Source: an optimization exercise on an open RTL-to-GDS flow (aim: small area, a short achievable clock period and few clock cycles). Production flows keep margins and buffers that such runs may drop. In this exercise RTL edits were held to simulation tests only and were not proved equivalent to the original.

==> inputs of run Y <==
==> flow/design.v <==
package rv_core_pkg;
  typedef enum logic [6:0] {
    OP     = 7'b0110011,
    OP_IMM = 7'b0010011,
    LUI    = 7'b0110111,
    LOAD   = 7'b0000011,
    STORE  = 7'b0100011,
    SYSTEM = 7'b1110011
  } opcode_e;
  typedef enum logic [3:0] {
    ALU_ADD,
    ALU_SUB,
    ALU_AND,
    ALU_OR,
    ALU_XOR,
    ALU_SLT,
    ALU_SLTU,
    ALU_SLL,
    ALU_SRL,
    ALU_SRA
  } alu_op_e;
  typedef logic [4:0]          reg_addr_t;
  typedef logic [32-1:0] word_t;
  typedef struct packed {
    word_t     pc;
    word_t     inst;
    word_t     op_a;        
    word_t     op_b;        
    word_t     store_data;  
    reg_addr_t rs1_addr;
    reg_addr_t rs2_addr;
    word_t     rs1_rdata;   
    word_t     rs2_rdata;
    reg_addr_t rd;          
    alu_op_e   alu_op;
    logic      reg_wen;
    logic      mem_ren;
    logic      mem_wen;
  } id_ex_t;
  typedef struct packed {
    word_t     pc;
    word_t     inst;
    word_t     alu_result;  
    word_t     store_data;
    reg_addr_t rs1_addr;
    reg_addr_t rs2_addr;
    word_t     rs1_rdata;
    word_t     rs2_rdata;
    reg_addr_t rd;
    logic      reg_wen;
    logic      mem_ren;
    logic      mem_wen;
  } ex_mem_t;
  typedef struct packed {
    word_t     pc;
    word_t     inst;
    word_t     alu_result;
    reg_addr_t rs1_addr;
    reg_addr_t rs2_addr;
    word_t     rs1_rdata;
    word_t     rs2_rdata;
    reg_addr_t rd;
    logic      reg_wen;
    logic      mem_ren;
  } mem_wb_t;
  typedef struct packed {
    word_t addr;   
    logic  ren;
    logic  wen;    
    word_t wdata;
  } dmem_req_t;
  typedef struct packed {
    logic      valid;
    word_t     inst;
    word_t     pc;
    logic      halt;
    reg_addr_t rs1_addr;
    reg_addr_t rs2_addr;
    word_t     rs1_rdata;
    word_t     rs2_rdata;
    reg_addr_t rd_addr;
    word_t     rd_wdata;
  } retire_t;
endpackage
`timescale 1ns/1ps
module inst_decoder (
  input  logic [31:0] i_inst,
  output logic        o_is_r,
  output logic        o_is_i,
  output logic        o_is_lui,
  output logic        o_is_lw,
  output logic        o_is_sw,
  output logic        o_uses_rs1,
  output logic        o_uses_rs2,
  output logic        o_wen
);
  logic [6:0] op;
  logic [2:0] f3;
  logic [6:0] f7;
  assign op = i_inst[6:0];
  assign f3 = i_inst[14:12];
  assign f7 = i_inst[31:25];
  assign o_is_r   = (op == 7'b0110011) &&
                    (f7 == 7'b0 || (f7 == 7'b0100000 && (f3 == 3'b000 || f3 == 3'b101)));
  assign o_is_i   = (op == 7'b0010011) &&
                    (f3 != 3'b001 || f7 == 7'b0) &&
                    (f3 != 3'b101 || f7 == 7'b0 || f7 == 7'b0100000);
  assign o_is_lui = (op == 7'b0110111);
  assign o_is_lw  = (op == 7'b0000011) && (f3 == 3'b010);
  assign o_is_sw  = (op == 7'b0100011) && (f3 == 3'b010);
  assign o_uses_rs1 = o_is_r | o_is_i | o_is_lw | o_is_sw;
  assign o_uses_rs2 = o_is_r | o_is_sw;
  assign o_wen      = o_is_r | o_is_i | o_is_lui | o_is_lw;
endmodule
`timescale 1ns/1ps
module reg_file (
  input  logic        i_clk,
  input  logic        i_rst,
  input  logic [4:0]  i_rs1_raddr,
  input  logic [4:0]  i_rs2_raddr,
  input  logic [4:0]  i_rd_waddr,
  input  logic        i_rd_wen,
  input  logic [31:0] i_rd_wdata,
  output logic [31:0] o_rs1_rdata,
  output logic [31:0] o_rs2_rdata
);
  logic [31:0] regs [1:31];
  logic [31:0] wdata;
  assign wdata = i_rst ? 32'd0 : i_rd_wdata;
  always_ff @(posedge i_clk) begin
    for (int i = 1; i < 32; i++) begin
      if (i_rst || (i_rd_wen && i_rd_waddr == 5'(i))) regs[i] <= wdata;
    end
  end
  always_comb begin
    o_rs1_rdata = '0;
    o_rs2_rdata = '0;
    for (int i = 1; i < 32; i++) begin
      o_rs1_rdata = o_rs1_rdata | ({32{i_rs1_raddr == 5'(i)}} & regs[i]);
      o_rs2_rdata = o_rs2_rdata | ({32{i_rs2_raddr == 5'(i)}} & regs[i]);
    end
  end
endmodule
`timescale 1ns/1ps
module alu (
  input  logic [31:0] i_a,
  input  logic [31:0] i_b,
  input  logic        i_cin,
  input  logic        i_sel_add,
  input  logic        i_sel_slt,
  input  logic        i_sel_sltu,
  input  logic        i_sel_xor,
  input  logic        i_sel_or,
  input  logic        i_sel_and,
  input  logic        i_sel_sll,
  input  logic        i_sel_sr,
  input  logic        i_arith,
  output logic [31:0] o_sum,
  output logic [31:0] o_result
);
  logic [32:0] sum;
  logic        lt_s;
  logic        lt_u;
  logic [31:0] sh_in;
  logic [31:0] sh_out;
  logic [31:0] shl;
  logic        fill;
  assign sum   = {1'b0, i_a} + {1'b0, i_b} + {32'd0, i_cin};
  assign o_sum = sum[31:0];
  assign lt_s  = (i_a[31] == i_b[31]) ? i_a[31] : sum[31];
  assign lt_u  = ~sum[32];
  always_comb begin
    for (int i = 0; i < 32; i++) sh_in[i] = i_sel_sll ? i_a[31-i] : i_a[i];
  end
  assign fill   = i_arith & i_a[31];
  assign sh_out = 32'($signed({fill, sh_in}) >>> i_b[4:0]);
  always_comb begin
    for (int i = 0; i < 32; i++) shl[i] = sh_out[31-i];
  end
  assign o_result = ({32{i_sel_add}}  & sum[31:0])
                  | ({32{i_sel_slt}}  & {31'd0, lt_s})
                  | ({32{i_sel_sltu}} & {31'd0, lt_u})
                  | ({32{i_sel_xor}}  & (i_a ^ i_b))
                  | ({32{i_sel_or}}   & (i_a | i_b))
                  | ({32{i_sel_and}}  & (i_a & i_b))
                  | ({32{i_sel_sll}}  & shl)
                  | ({32{i_sel_sr}}   & sh_out);
endmodule
`timescale 1ns/1ps
module rv_core_top (
  input  logic        i_clk,
  input  logic        i_rst,
  output logic [31:0] o_imem_raddr,
  input  logic [31:0] i_imem_rdata,
  output logic [31:0] o_dmem_addr,
  output logic        o_dmem_ren,
  output logic        o_dmem_wen,
  output logic [31:0] o_dmem_wdata,
  input  logic [31:0] i_dmem_rdata,
  output logic        o_retire_valid,
  output logic [31:0] o_retire_inst,
  output logic [31:0] o_retire_pc,
  output logic        o_retire_halt,
  output logic [4:0]  o_retire_rs1_addr,
  output logic [4:0]  o_retire_rs2_addr,
  output logic [31:0] o_retire_rs1_rdata,
  output logic [31:0] o_retire_rs2_rdata,
  output logic [4:0]  o_retire_rd_addr,
  output logic [31:0] o_retire_rd_wdata
);
  logic [29:0] fpc;       
  logic        f_vld;     
  logic        stall_q;   
  logic        stall_d;
  logic [31:0] d_inst;
  logic        d_vld;
  logic        d_is_r, d_is_i, d_is_lui, d_is_lw, d_is_sw, d_u1, d_u2, d_wen;
  logic        d_wr;      
  logic [4:0]  d_rs1, d_rs2;
  logic [31:0] rf_rd1, rf_rd2;
  logic [31:0] v1, v2;
  logic        eh1, eh2, wh1, wh2;
  logic [2:0]  d_f3;
  logic        d_alt;
  logic        d_inv;
  logic [31:0] d_imm;
  logic [31:0] d_b;
  logic        e_vld;
  logic [31:0] e_inst;
  logic [31:0] e_a, e_b, e_rs2d;
  logic        e_cin, e_sel_add, e_sel_slt, e_sel_sltu, e_sel_xor, e_sel_or;
  logic        e_sel_and, e_sel_sll, e_sel_sr, e_arith;
  logic        e_lw, e_sw, e_wr, e_u1, e_u2, e_wen;
  logic [31:0] e_sum, e_res;
  logic        w_vld;
  logic [31:0] w_inst;
  logic [31:0] w_rs1d, w_rs2d, w_res;
  logic        w_lw, w_wr, w_u1, w_u2, w_wen;
  logic [31:0] w_data;
  logic [29:0] rpc;
  logic n_u1, n_u2;
  inst_decoder u_dec_next (
    .i_inst (i_imem_rdata), .o_is_r (), .o_is_i (), .o_is_lui (), .o_is_lw (),
    .o_is_sw (), .o_uses_rs1 (n_u1), .o_uses_rs2 (n_u2), .o_wen ()
  );
  assign stall_d = !stall_q && f_vld && d_vld && d_is_lw && d_wr &&
                   ((n_u1 && i_imem_rdata[19:15] == d_inst[11:7]) ||
                    (n_u2 && i_imem_rdata[24:20] == d_inst[11:7]));
  always_ff @(posedge i_clk) begin
    if (i_rst) begin
      fpc     <= 30'd0;
      f_vld   <= 1'b0;
      stall_q <= 1'b0;
    end else begin
      if (!stall_d) fpc <= fpc + 30'd1;  
      f_vld   <= 1'b1;
      stall_q <= stall_d;
    end
  end
  assign o_imem_raddr = {fpc, 2'b00};
  always_ff @(posedge i_clk) begin
    if (i_rst) begin
      d_vld <= 1'b0;
    end else if (!stall_q) begin
      d_vld <= f_vld;
    end
  end
  always_ff @(posedge i_clk) begin
    if (!stall_q) d_inst <= i_imem_rdata;
  end
  inst_decoder u_dec (
    .i_inst (d_inst), .o_is_r (d_is_r), .o_is_i (d_is_i), .o_is_lui (d_is_lui),
    .o_is_lw (d_is_lw), .o_is_sw (d_is_sw), .o_uses_rs1 (d_u1), .o_uses_rs2 (d_u2),
    .o_wen (d_wen)
  );
  assign d_wr  = d_wen && (d_inst[11:7] != 5'd0);
  assign d_rs1 = d_inst[19:15];
  assign d_rs2 = d_inst[24:20];
  assign d_f3  = d_inst[14:12];
  assign d_alt = d_inst[30] && (d_is_r ? (d_f3 == 3'b000 || d_f3 == 3'b101) : (d_f3 == 3'b101));
  reg_file u_rf (
    .i_clk       (i_clk),
    .i_rst       (i_rst),
    .i_rs1_raddr (d_rs1),
    .i_rs2_raddr (d_rs2),
    .i_rd_waddr  (w_inst[11:7]),
    .i_rd_wen    (w_vld && w_wr),
    .i_rd_wdata  (w_data),
    .o_rs1_rdata (rf_rd1),
    .o_rs2_rdata (rf_rd2)
  );
  assign eh1 = e_vld && e_wr && (e_inst[11:7] == d_rs1);
  assign eh2 = e_vld && e_wr && (e_inst[11:7] == d_rs2);
  assign wh1 = w_vld && w_wr && (w_inst[11:7] == d_rs1);
  assign wh2 = w_vld && w_wr && (w_inst[11:7] == d_rs2);
  assign v1 = !d_u1 ? 32'd0 : eh1 ? e_res : wh1 ? w_data : rf_rd1;
  assign v2 = !d_u2 ? 32'd0 : eh2 ? e_res : wh2 ? w_data : rf_rd2;
  always_comb begin
    if (d_is_lui)     d_imm = {d_inst[31:12], 12'd0};
    else if (d_is_sw) d_imm = {{20{d_inst[31]}}, d_inst[31:25], d_inst[11:7]};
    else              d_imm = {{20{d_inst[31]}}, d_inst[31:20]};
  end
  assign d_inv = (d_is_r && d_f3 == 3'b000 && d_alt) ||
                 ((d_is_r || d_is_i) && (d_f3 == 3'b010 || d_f3 == 3'b011));
  assign d_b   = (d_is_r ? v2 : d_imm) ^ {32{d_inv}};
  always_ff @(posedge i_clk) begin
    if (i_rst) begin
      e_vld <= 1'b0;
    end else begin
      e_vld <= d_vld && !stall_q;
    end
  end
  always_ff @(posedge i_clk) begin
    e_inst     <= d_inst;
    e_a        <= v1;
    e_b        <= d_b;
    e_rs2d     <= v2;
    e_cin      <= d_inv;
    e_sel_add  <= !(d_is_r || d_is_i) || d_f3 == 3'b000;
    e_sel_slt  <= (d_is_r || d_is_i) && d_f3 == 3'b010;
    e_sel_sltu <= (d_is_r || d_is_i) && d_f3 == 3'b011;
    e_sel_xor  <= (d_is_r || d_is_i) && d_f3 == 3'b100;
    e_sel_or   <= (d_is_r || d_is_i) && d_f3 == 3'b110;
    e_sel_and  <= (d_is_r || d_is_i) && d_f3 == 3'b111;
    e_sel_sll  <= (d_is_r || d_is_i) && d_f3 == 3'b001;
    e_sel_sr   <= (d_is_r || d_is_i) && d_f3 == 3'b101;
    e_arith    <= d_alt;
    e_lw       <= d_is_lw;
    e_sw       <= d_is_sw;
    e_wr       <= d_wr;
    e_u1       <= d_u1;
    e_u2       <= d_u2;
    e_wen      <= d_wen;
  end
  alu u_alu (
    .i_a        (e_a),
    .i_b        (e_b),
    .i_cin      (e_cin),
    .i_sel_add  (e_sel_add),
    .i_sel_slt  (e_sel_slt),
    .i_sel_sltu (e_sel_sltu),
    .i_sel_xor  (e_sel_xor),
    .i_sel_or   (e_sel_or),
    .i_sel_and  (e_sel_and),
    .i_sel_sll  (e_sel_sll),
    .i_sel_sr   (e_sel_sr),
    .i_arith    (e_arith),
    .o_sum      (e_sum),
    .o_result   (e_res)
  );
  assign o_dmem_addr  = {e_sum[31:2], 2'b00};
  assign o_dmem_ren   = e_vld && e_lw;
  assign o_dmem_wen   = e_vld && e_sw;
  assign o_dmem_wdata = e_rs2d;
  always_ff @(posedge i_clk) begin
    if (i_rst) begin
      w_vld <= 1'b0;
      rpc   <= 30'd0;
    end else begin
      w_vld <= e_vld;
      if (w_vld) rpc <= rpc + 30'd1;
    end
  end
  always_ff @(posedge i_clk) begin
    w_inst <= e_inst;
    w_rs1d <= e_a;
    w_rs2d <= e_rs2d;
    w_res  <= e_res;
    w_lw   <= e_lw;
    w_wr   <= e_wr;
    w_u1   <= e_u1;
    w_u2   <= e_u2;
    w_wen  <= e_wen;
  end
  assign w_data = w_lw ? i_dmem_rdata : w_res;
  assign o_retire_valid     = w_vld;
  assign o_retire_inst      = w_inst;
  assign o_retire_pc        = {rpc, 2'b00};
  assign o_retire_halt      = w_vld && (w_inst == 32'h0010_0073);
  assign o_retire_rs1_addr  = w_u1 ? w_inst[19:15] : 5'd0;
  assign o_retire_rs2_addr  = w_u2 ? w_inst[24:20] : 5'd0;
  assign o_retire_rs1_rdata = w_rs1d;
  assign o_retire_rs2_rdata = w_rs2d;
  assign o_retire_rd_addr   = w_wen ? w_inst[11:7] : 5'd0;
  assign o_retire_rd_wdata  = w_data;
endmodule
==> flow/run.sh <==
#!/bin/bash
# synth_recipe.tcl (not shown) runs the flow's synth.tcl, then flattens the netlist and writes it again
# the make line also repeats each setting of config.mk as NAME=value (left out here)
make -C /OpenROAD-flow-scripts/flow DESIGN_CONFIG=/design/flow/config.mk WORK_HOME=/design/flow/orfs CLKGATE_MAP_FILE= SYNTH_SCRIPT=/design/flow/synth_recipe.tcl finish
==> flow/config.mk <==
export PLATFORM = sky130hd
export DESIGN_NAME = rv_core_top
export DESIGN_NICKNAME = rv_core_top
export VERILOG_FILES = /design/flow/design.v
export SDC_FILE = /design/flow/constraint.sdc
export NUM_CORES = 4
export LEC_CHECK = 0
export CAP_MARGIN = 20
export CORE_MARGIN = 2
export CORE_UTILIZATION = 40
export SLEW_MARGIN = 20
==> flow/constraint.sdc <==
create_clock -name core_clock -period 8.0 [get_ports {i_clk}]
set_input_delay 1.6000 -clock core_clock [delete_from_list [all_inputs] [get_ports {i_clk}]]
set_output_delay 1.6000 -clock core_clock [all_outputs]
set_load 0.01 [all_outputs]
==> inputs of run R, as changes to run Y <==
==> flow/design.v, changed modules only <==
module alu (
  input  logic [31:0] i_a,
  input  logic [31:0] i_b,
  input  logic [4:0]  i_shamt,
  input  logic        i_cin,
  input  logic        i_sel_add,
  input  logic        i_sel_slt,
  input  logic        i_sel_sltu,
  input  logic        i_sel_xor,
  input  logic        i_sel_or,
  input  logic        i_sel_and,
  input  logic        i_sel_sll,
  input  logic        i_sel_sr,
  input  logic        i_arith,
  output logic [31:0] o_sum,
  output logic [31:0] o_result
);
  logic [32:0] sum;
  logic        lt_s;
  logic        lt_u;
  logic [31:0] sh_in;
  logic [31:0] sh_out;
  logic [31:0] shl;
  logic        fill;
  logic [32:0] g [0:6];
  logic [32:0] p [0:6];
  always_comb begin
    g[0][0] = i_cin;
    p[0][0] = 1'b0;
    for (int i = 0; i < 32; i++) begin
      g[0][i+1] = i_a[i] & i_b[i];
      p[0][i+1] = i_a[i] ^ i_b[i];
    end
    for (int l = 0; l < 6; l++) begin
      for (int i = 0; i < 33; i++) begin
        if (i >= (1 << l)) begin
          g[l+1][i] = g[l][i] | (p[l][i] & g[l][i - (1 << l)]);
          p[l+1][i] = p[l][i] & p[l][i - (1 << l)];
        end else begin
          g[l+1][i] = g[l][i];
          p[l+1][i] = p[l][i];
        end
      end
    end
    for (int i = 0; i < 32; i++) sum[i] = p[0][i+1] ^ g[6][i];
    sum[32] = g[6][32];
  end
  assign o_sum = sum[31:0];
  assign lt_s  = (i_a[31] == i_b[31]) ? i_a[31] : sum[31];
  assign lt_u  = ~sum[32];
  always_comb begin
    for (int i = 0; i < 32; i++) sh_in[i] = i_sel_sll ? i_a[31-i] : i_a[i];
  end
  assign fill   = i_arith & i_a[31];
  assign sh_out = 32'($signed({fill, sh_in}) >>> i_shamt);
  always_comb begin
    for (int i = 0; i < 32; i++) shl[i] = sh_out[31-i];
  end
  assign o_result = ({32{i_sel_add}}  & sum[31:0])
                  | ({32{i_sel_slt}}  & {31'd0, lt_s})
                  | ({32{i_sel_sltu}} & {31'd0, lt_u})
                  | ({32{i_sel_xor}}  & (i_a ^ i_b))
                  | ({32{i_sel_or}}   & (i_a | i_b))
                  | ({32{i_sel_and}}  & (i_a & i_b))
                  | ({32{i_sel_sll}}  & shl)
                  | ({32{i_sel_sr}}   & sh_out);
endmodule
module rv_core_top (
  input  logic        i_clk,
  input  logic        i_rst,
  output logic [31:0] o_imem_raddr,
  input  logic [31:0] i_imem_rdata,
  output logic [31:0] o_dmem_addr,
  output logic        o_dmem_ren,
  output logic        o_dmem_wen,
  output logic [31:0] o_dmem_wdata,
  input  logic [31:0] i_dmem_rdata,
  output logic        o_retire_valid,
  output logic [31:0] o_retire_inst,
  output logic [31:0] o_retire_pc,
  output logic        o_retire_halt,
  output logic [4:0]  o_retire_rs1_addr,
  output logic [4:0]  o_retire_rs2_addr,
  output logic [31:0] o_retire_rs1_rdata,
  output logic [31:0] o_retire_rs2_rdata,
  output logic [4:0]  o_retire_rd_addr,
  output logic [31:0] o_retire_rd_wdata
);
  logic [29:0] fpc;       
  logic        f_vld;     
  logic        stall_q;   
  logic        stall_d;
  logic [31:0] d_inst;
  logic        d_vld;
  logic        d_is_r, d_is_i, d_is_lui, d_is_lw, d_is_sw, d_u1, d_u2, d_wen;
  logic        d_wr;      
  logic [4:0]  d_rs1, d_rs2;
  logic [31:0] rf_rd1, rf_rd2;
  logic [31:0] v1, v2;
  logic        eh1, eh2, mh1, mh2, wh1, wh2;
  logic [2:0]  d_f3;
  logic        d_alt;
  logic        d_inv;
  logic [31:0] d_imm;
  logic [31:0] d_b;
  logic        e_vld;
  logic [31:0] e_inst;
  logic [31:0] e_a, e_b, e_rs2d;
  logic [4:0]  e_sh;      
  logic        e_cin, e_sel_add, e_sel_slt, e_sel_sltu, e_sel_xor, e_sel_or;
  logic        e_sel_and, e_sel_sll, e_sel_sr, e_arith;
  logic        e_lw, e_sw, e_wr, e_u1, e_u2, e_wen;
  logic [31:0] e_sum, e_res;
  logic        m_vld;
  logic [31:0] m_inst, m_rs1d, m_rs2d, m_res;
  logic        m_lw, m_sw, m_wr, m_u1, m_u2, m_wen;
  logic        w_vld;
  logic [31:0] w_inst, w_rs1d, w_rs2d, w_res;
  logic        w_lw, w_wr, w_u1, w_u2, w_wen;
  logic [31:0] w_data;
  logic        rst_q;     
  logic        r_vld;
  logic [31:0] r_inst, r_rs1d, r_rs2d, r_data;
  logic [4:0]  r_rs1a, r_rs2a, r_rda;
  logic        r_halt;
  logic [29:0] rpc;
  logic       n_u1, n_u2;
  logic [4:0] n_rs1, n_rs2;
  logic       hz_d, hz_e, hz_de;
  inst_decoder u_dec_next (
    .i_inst (i_imem_rdata), .o_is_r (), .o_is_i (), .o_is_lui (), .o_is_lw (),
    .o_is_sw (), .o_uses_rs1 (n_u1), .o_uses_rs2 (n_u2), .o_wen ()
  );
  assign n_rs1 = i_imem_rdata[19:15];
  assign n_rs2 = i_imem_rdata[24:20];
  assign hz_d  = d_vld && d_is_lw && d_wr &&
                 ((n_u1 && n_rs1 == d_inst[11:7]) || (n_u2 && n_rs2 == d_inst[11:7]));
  assign hz_e  = e_vld && e_lw && e_wr &&
                 ((n_u1 && n_rs1 == e_inst[11:7]) || (n_u2 && n_rs2 == e_inst[11:7]));
  assign hz_de = e_vld && e_lw && e_wr &&
                 ((d_u1 && d_rs1 == e_inst[11:7]) || (d_u2 && d_rs2 == e_inst[11:7]));
  assign stall_d = stall_q ? (d_vld && hz_de) : (f_vld && (hz_d || hz_e));
  always_ff @(posedge i_clk) begin
    if (i_rst) begin
      fpc     <= 30'd0;
      f_vld   <= 1'b0;
      stall_q <= 1'b0;
    end else begin
      if (!stall_d) fpc <= fpc + 30'd1;  
      f_vld   <= 1'b1;
      stall_q <= stall_d;
    end
  end
  assign o_imem_raddr = {fpc, 2'b00};
  always_ff @(posedge i_clk) begin
    if (i_rst) begin
      d_vld <= 1'b0;
    end else if (!stall_q) begin
      d_vld <= f_vld;
    end
  end
  always_ff @(posedge i_clk) begin
    if (!stall_q) d_inst <= i_imem_rdata;
  end
  inst_decoder u_dec (
    .i_inst (d_inst), .o_is_r (d_is_r), .o_is_i (d_is_i), .o_is_lui (d_is_lui),
    .o_is_lw (d_is_lw), .o_is_sw (d_is_sw), .o_uses_rs1 (d_u1), .o_uses_rs2 (d_u2),
    .o_wen (d_wen)
  );
  assign d_wr  = d_wen && (d_inst[11:7] != 5'd0);
  assign d_rs1 = d_inst[19:15];
  assign d_rs2 = d_inst[24:20];
  assign d_f3  = d_inst[14:12];
  assign d_alt = d_inst[30] && (d_is_r ? (d_f3 == 3'b000 || d_f3 == 3'b101) : (d_f3 == 3'b101));
  reg_file u_rf (
    .i_clk       (i_clk),
    .i_rst       (rst_q),
    .i_rs1_raddr (d_rs1),
    .i_rs2_raddr (d_rs2),
    .i_rd_waddr  (w_inst[11:7]),
    .i_rd_wen    (w_vld && w_wr),
    .i_rd_wdata  (w_data),
    .o_rs1_rdata (rf_rd1),
    .o_rs2_rdata (rf_rd2)
  );
  assign eh1 = e_vld && e_wr && (e_inst[11:7] == d_rs1);
  assign eh2 = e_vld && e_wr && (e_inst[11:7] == d_rs2);
  assign mh1 = m_vld && m_wr && (m_inst[11:7] == d_rs1);
  assign mh2 = m_vld && m_wr && (m_inst[11:7] == d_rs2);
  assign wh1 = w_vld && w_wr && (w_inst[11:7] == d_rs1);
  assign wh2 = w_vld && w_wr && (w_inst[11:7] == d_rs2);
  assign v1 = !d_u1 ? 32'd0 : eh1 ? e_res : mh1 ? m_res : wh1 ? w_data : rf_rd1;
  assign v2 = !d_u2 ? 32'd0 : eh2 ? e_res : mh2 ? m_res : wh2 ? w_data : rf_rd2;
  always_comb begin
    if (d_is_lui)     d_imm = {d_inst[31:12], 12'd0};
    else if (d_is_sw) d_imm = {{20{d_inst[31]}}, d_inst[31:25], d_inst[11:7]};
    else              d_imm = {{20{d_inst[31]}}, d_inst[31:20]};
  end
  assign d_inv = (d_is_r && d_f3 == 3'b000 && d_alt) ||
                 ((d_is_r || d_is_i) && (d_f3 == 3'b010 || d_f3 == 3'b011));
  assign d_b   = (d_is_r ? v2 : d_imm) ^ {32{d_inv}};
  always_ff @(posedge i_clk) begin
    if (i_rst) begin
      e_vld <= 1'b0;
    end else begin
      e_vld <= d_vld && !stall_q;
    end
  end
  always_ff @(posedge i_clk) begin
    e_inst     <= d_inst;
    e_a        <= v1;
    e_b        <= d_b;
    e_sh       <= d_is_r ? v2[4:0] : d_imm[4:0];
    e_rs2d     <= v2;
    e_cin      <= d_inv;
    e_sel_add  <= !(d_is_r || d_is_i) || d_f3 == 3'b000;
    e_sel_slt  <= (d_is_r || d_is_i) && d_f3 == 3'b010;
    e_sel_sltu <= (d_is_r || d_is_i) && d_f3 == 3'b011;
    e_sel_xor  <= (d_is_r || d_is_i) && d_f3 == 3'b100;
    e_sel_or   <= (d_is_r || d_is_i) && d_f3 == 3'b110;
    e_sel_and  <= (d_is_r || d_is_i) && d_f3 == 3'b111;
    e_sel_sll  <= (d_is_r || d_is_i) && d_f3 == 3'b001;
    e_sel_sr   <= (d_is_r || d_is_i) && d_f3 == 3'b101;
    e_arith    <= d_alt;
    e_lw       <= d_is_lw;
    e_sw       <= d_is_sw;
    e_wr       <= d_wr;
    e_u1       <= d_u1;
    e_u2       <= d_u2;
    e_wen      <= d_wen;
  end
  alu u_alu (
    .i_a        (e_a),
    .i_b        (e_b),
    .i_shamt    (e_sh),
    .i_cin      (e_cin),
    .i_sel_add  (e_sel_add),
    .i_sel_slt  (e_sel_slt),
    .i_sel_sltu (e_sel_sltu),
    .i_sel_xor  (e_sel_xor),
    .i_sel_or   (e_sel_or),
    .i_sel_and  (e_sel_and),
    .i_sel_sll  (e_sel_sll),
    .i_sel_sr   (e_sel_sr),
    .i_arith    (e_arith),
    .o_sum      (e_sum),
    .o_result   (e_res)
  );
  always_ff @(posedge i_clk) begin
    if (i_rst) begin
      m_vld <= 1'b0;
    end else begin
      m_vld <= e_vld;
    end
  end
  always_ff @(posedge i_clk) begin
    m_inst <= e_inst;
    m_rs1d <= e_a;
    m_rs2d <= e_rs2d;
    m_res  <= e_res;
    m_lw   <= e_lw;
    m_sw   <= e_sw;
    m_wr   <= e_wr;
    m_u1   <= e_u1;
    m_u2   <= e_u2;
    m_wen  <= e_wen;
  end
  assign o_dmem_addr  = {m_res[31:2], 2'b00};
  assign o_dmem_ren   = m_vld && m_lw;
  assign o_dmem_wen   = m_vld && m_sw;
  assign o_dmem_wdata = m_rs2d;
  always_ff @(posedge i_clk) begin
    if (i_rst) begin
      w_vld <= 1'b0;
    end else begin
      w_vld <= m_vld;
    end
  end
  always_ff @(posedge i_clk) begin
    w_inst <= m_inst;
    w_rs1d <= m_rs1d;
    w_rs2d <= m_rs2d;
    w_res  <= m_res;
    w_lw   <= m_lw;
    w_wr   <= m_wr;
    w_u1   <= m_u1;
    w_u2   <= m_u2;
    w_wen  <= m_wen;
  end
  assign w_data = w_lw ? i_dmem_rdata : w_res;
  always_ff @(posedge i_clk) begin
    rst_q <= i_rst;
  end
  always_ff @(posedge i_clk) begin
    if (i_rst) begin
      r_vld <= 1'b0;
      rpc   <= 30'd0;
    end else begin
      r_vld <= w_vld;
      if (r_vld) rpc <= rpc + 30'd1;
    end
  end
  always_ff @(posedge i_clk) begin
    r_inst <= w_inst;
    r_rs1d <= w_rs1d;
    r_rs2d <= w_rs2d;
    r_data <= w_data;
    r_rs1a <= w_u1 ? w_inst[19:15] : 5'd0;
    r_rs2a <= w_u2 ? w_inst[24:20] : 5'd0;
    r_rda  <= w_wen ? w_inst[11:7] : 5'd0;
    r_halt <= w_vld && (w_inst == 32'h0010_0073);
  end
  assign o_retire_valid     = r_vld;
  assign o_retire_inst      = r_inst;
  assign o_retire_pc        = {rpc, 2'b00};
  assign o_retire_halt      = r_halt;
  assign o_retire_rs1_addr  = r_rs1a;
  assign o_retire_rs2_addr  = r_rs2a;
  assign o_retire_rs1_rdata = r_rs1d;
  assign o_retire_rs2_rdata = r_rs2d;
  assign o_retire_rd_addr   = r_rda;
  assign o_retire_rd_wdata  = r_data;
endmodule
SETUP_SLACK_MARGIN = 4.6   (was not set)
==> results.cfg <==
[global_routing]
grt_pass1_wl_um = 443000

[final_layout]
multi_input_area_share = 0.296
nNonClkBuffers = 727
final_cell_mix = 1024 x edfxtp_1, 758 x a22oi_1, 542 x dfxtp_1

[run_status]
status = finished clean

[critical_path]
arrival_ps = 4350
rr_endpoint = e_b[19]
That was run R.
==> results.cfg <==
[final_layout]
final_cell_mix = 1024 x edfxtp_1, 649 x a22oi_1, 339 x dfxtp_1
multi_input_area_share = 0.301
fillers = 13317
nNonClkBuffers = 517

[power]
leakage_nw = 25.5

[critical_path]
arrival_ps = 5340
rr_endpoint = e_b[28]
cp_max_fo = 28

[run_status]
status = finished clean

[synth]
yosysWarnings = 4
synth_flop_cell = edfxtp_1

[die]
tap-cell-count = 2016

[global_routing]
grt_pass1_wl_um = 409000
That was run Y.
Testbench counts of run Y, summed over its fixed seeds: cycles 14,905.
Testbench counts of run R, summed over its fixed seeds: cycles 15,586.

-- separate check: timing with driven ports --
Ports are ideal in the flow. The routed layouts listed here were re-timed in OpenROAD. Step 1 (the two cells are an assumption about what drives the block):
set clk [get_ports {i_clk}]
set_driving_cell -lib_cell sky130_fd_sc_hd__clkbuf_16 $clk
set_driving_cell -lib_cell sky130_fd_sc_hd__buf_2 [delete_from_list [all_inputs] $clk]
Step 2 moves the port delays by t, midway between the first and last clock arrival at a register: inputs arrive t later, outputs are due t later. That takes back most of the time a late clock gives input paths. a / b / c = no drivers / after step 1 / after step 2; a / b = the first two.
run	t, ns	slack for setup (ns)	clock arrival spread, ns	slew at the worst register clock pin (ns)	worst data-port slew with drivers (ns)
run Y	0.890	1.061 / 0.979 / 1.869	0.034 / 0.034	0.07 / 0.07	0.10
run R	0.920	4.385 / 4.385 / 3.791	0.063 / 0.062	0.07 / 0.07	0.11
After both steps every run listed still meets setup and hold. For run R, which loses most, drivers alone change the setup slack by 0.000 ns; drivers and shift together by -0.594 ns.
